Context: an optimization exercise on an open-source flow, tuned for small area. The choices shown serve that exercise and are no tape-out recipe. In this exercise RTL edits were held to simulation tests only and were not proved equivalent to the original.

// arenaTop
module arenaTop
(
    input  logic        clk,
    input  logic        rstN,
    input  logic        load,
    input  logic [74:0] update,
    output logic [23:0] pixel,
    output logic        hSync,
    output logic        vSync
);
    function automatic logic signed [7:0] sineOf(input logic [3:0] idx);
        sineOf =
              (idx == 4'd0) ? 8'sd0 :
              (idx == 4'd1) ? 8'sd49 :
              (idx == 4'd2) ? 8'sd90 :
              (idx == 4'd3) ? 8'sd117 :
              (idx == 4'd4) ? 8'sd127 :
              (idx == 4'd5) ? 8'sd117 :
              (idx == 4'd6) ? 8'sd90 :
              (idx == 4'd7) ? 8'sd49 :
              (idx == 4'd8) ? 8'sd0 :
              (idx == 4'd9) ? -8'sd49 :
              (idx == 4'd10) ? -8'sd90 :
              (idx == 4'd11) ? -8'sd117 :
              (idx == 4'd12) ? -8'sd127 :
              (idx == 4'd13) ? -8'sd117 :
              (idx == 4'd14) ? -8'sd90 :
              -8'sd49;
    endfunction
    function automatic logic signed [8:0] cosPlusSin(input logic [3:0] idx);
        cosPlusSin =
              (idx == 4'd0) ? 9'sd127 :
              (idx == 4'd1) ? 9'sd166 :
              (idx == 4'd2) ? 9'sd180 :
              (idx == 4'd3) ? 9'sd166 :
              (idx == 4'd4) ? 9'sd127 :
              (idx == 4'd5) ? 9'sd68 :
              (idx == 4'd6) ? 9'sd0 :
              (idx == 4'd7) ? -9'sd68 :
              (idx == 4'd8) ? -9'sd127 :
              (idx == 4'd9) ? -9'sd166 :
              (idx == 4'd10) ? -9'sd180 :
              (idx == 4'd11) ? -9'sd166 :
              (idx == 4'd12) ? -9'sd127 :
              (idx == 4'd13) ? -9'sd68 :
              (idx == 4'd14) ? 9'sd0 :
              9'sd68;
    endfunction
    function automatic logic [10:0] add10(input logic [9:0] a, input logic [9:0] b, input logic ci);
        logic c;
        c = ci;
        for (int i = 0; i < 10; i++)
        begin
            add10[i] = a[i] ^ b[i] ^ c;
            c = (a[i] & b[i]) | (a[i] & c) | (b[i] & c);
        end
        add10[10] = c;
    endfunction
  ...
Size: about 210 flip-flops, about 100 I/O pins.
clock: 20.0 ns
lec_check: 0
cap_margin: 20
core_margin: 2
core_utilization: 40
slew_margin: 20
run.sh (not shown) runs the stock make flow with config.mk's settings and CLKGATE_MAP_FILE= SYNTH_SCRIPT=/design/flow/synth_recipe.tcl, a recipe that flattens the netlist after the stock synthesis.
Then changed:
Settings changed: ABC_AREA from default to 1.
Result:
- The changed run finished clean
- wire length went down by 5.5%
- sequential cell count stays the same
- global-route usage barely changes

---

arenaTop, a different RTL version from the one above (not shown whole).
Size in the first run: about 1300 cells after synthesis, ~100 I/O pins.
==> flow/design.v (excerpt) <==
module arenaTop
(
    input  logic        clk,
    input  logic        rstN,
    input  logic        load,
    input  logic [74:0] update,
    output logic [23:0] pixel,
    output logic        hSync,
    output logic        vSync
);
Settings: LEC_CHECK=0, ABC_AREA=1, CAP_MARGIN=20, CORE_MARGIN=2, CORE_UTILIZATION=40, CTS_BUF_LIST=sky130_fd_sc_hd__clkbuf_8, CTS_CLUSTER_DIAMETER=60, CTS_CLUSTER_SIZE=12, SLEW_MARGIN=20; clock period 20.0 ns.
standard.sh (not shown) runs the stock make flow with config.mk's settings and CLKGATE_MAP_FILE= SYNTH_SCRIPT=/design/flow/synth_recipe.tcl, a recipe that flattens the netlist after the stock synthesis.
==> flow/flow/run.sh <==
#!/bin/bash
# Own layout flow: the standard synthesis, then the logic between the
# flip-flops and adder cells mapped again by ABC for area (the registers and
# their cells stay as the standard synthesis made them), then the standard flow's
# standard layout from floorplan to finish. Each tool logs to its own file here.
set -euo pipefail

R=orfs/results/${FLOW_PLATFORM}/arenaTop/base
L=orfs/logs/${FLOW_PLATFORM}/arenaTop/base

# 1. standard synthesis
bash standard.sh synth > synth_standard.log 2>&1

# 2. area re-mapping of the combinational logic
cp "$R/1_2_yosys.v" 1_2_yosys_standard.v
LIB="$FLOW_HOME/platforms/$FLOW_PLATFORM/lib/sky130_fd_sc_hd__tt_025C_1v80.lib"
DONT_USE=$(grep -o -- "-dont_use [^ ]*" "$L/1_2_yosys.log" | sort -u | tr '\n' ' ')
sed -e "s|@LIB@|$LIB|g" -e "s|@DONT_USE@|$DONT_USE|g" -e "s|@TOP@|$FLOW_TOP|g" \
    -e "s|@IN@|1_2_yosys_standard.v|g" -e "s|@OUT@|1_2_yosys_area.v|g" \
    flow/reopt.ys > reopt.ys
yosys -s reopt.ys > reopt.log 2>&1
cp 1_2_yosys_area.v "$R/1_2_yosys.v"

# 3. standard layout from the re-mapped netlist (make redoes 1_synth from it)
bash standard.sh finish > layout.log 2>&1
==> flow/flow/reopt.ys <==
# Re-map the standard synthesis's combinational logic for area.
# Flip-flops, adder cells and tie cells are kept as they are; every other
# cell is flattened into its logic function and mapped again by ABC.
read_liberty -ignore_miss_func @LIB@
read_verilog @IN@
hierarchy -top @TOP@
setattr -mod -set keep_hierarchy 1 sky130_fd_sc_hd__*df* sky130_fd_sc_hd__*dl* sky130_fd_sc_hd__fa_* sky130_fd_sc_hd__ha_* sky130_fd_sc_hd__conb_*
flatten
techmap
opt -fast
select -module @TOP@
abc -liberty @LIB@ @DONT_USE@ -script "+strash; &get -n; &deepsyn -T 60; &dch; &nf -a -R 1000; &put; topo"
select -clear
blackbox =sky130_fd_sc_hd__*
splitnets
opt_clean -purge
hilomap -singleton -hicell sky130_fd_sc_hd__conb_1 HI -locell sky130_fd_sc_hd__conb_1 LO
insbuf -buf sky130_fd_sc_hd__buf_4 A X
rename -enumerate -pattern ar_%_
check -mapped
stat -liberty @LIB@
write_verilog -noattr -nohex -nodec @OUT@
The baseline finished with timing, DRC and antenna clean.
Then changed:
==> flow/run.sh (new file) <==
#!/bin/bash
# synth_recipe.tcl (not shown) runs the flow's synth.tcl, then flattens the netlist and writes it again
# the make line also repeats each setting of config.mk as NAME=value (left out here)
make -C /OpenROAD-flow-scripts/flow DESIGN_CONFIG=/design/flow/config.mk WORK_HOME=/design/flow/orfs CLKGATE_MAP_FILE= SYNTH_SCRIPT=/design/flow/synth_recipe.tcl finish
CTS_BUF_LIST = sky130_fd_sc_hd__clkbuf_4   (was sky130_fd_sc_hd__clkbuf_8)
CTS_CLUSTER_DIAMETER = 40   (was 60)
CTS_CLUSTER_SIZE = 8   (was 12)
removed: flow/flow/run.sh
removed: flow/flow/reopt.ys
removed: flow/standard.sh
Effect: Core utilization stays flat; count of clock-buffer cells in the layout is higher by 28; fmax came out higher by 11%.

separate check: timing with driven ports:
In the flow no input, the clock included, has a driving cell. The finished layouts below were timed again as built, in two steps. Step 1 sets driving cells, clkbuf_16 on the clock port and buf_2 on the other inputs (assumed; they add their load-dependent delay and slew). Step 2 also shifts input and output timing later by t, the mid clock arrival at the registers, as if the neighbouring blocks saw the same clock. Three values: ideal, step 1, step 2; two values: the first two.
run	shift t [ns]	setup WS [ns]	worst setup path at the end	worst slew at a driven data input, ns
the first run of note 1	0.603	4.283 / 4.305 / 3.702	input to register	0.05
the second run of note 1	0.598	5.268 / 5.252 / 4.654	input to register	0.07
the first run of note 2	0.631	4.037 / 3.901 / 3.270	input to register	0.17
the second run of note 2	0.744	5.602 / 5.608 / 4.864	input to register	0.08
After both steps setup and hold are still met in every run listed. The setup slack of the first run of note 2, which loses most, moves by -0.136 ns with the drivers and by -0.767 ns with both steps.
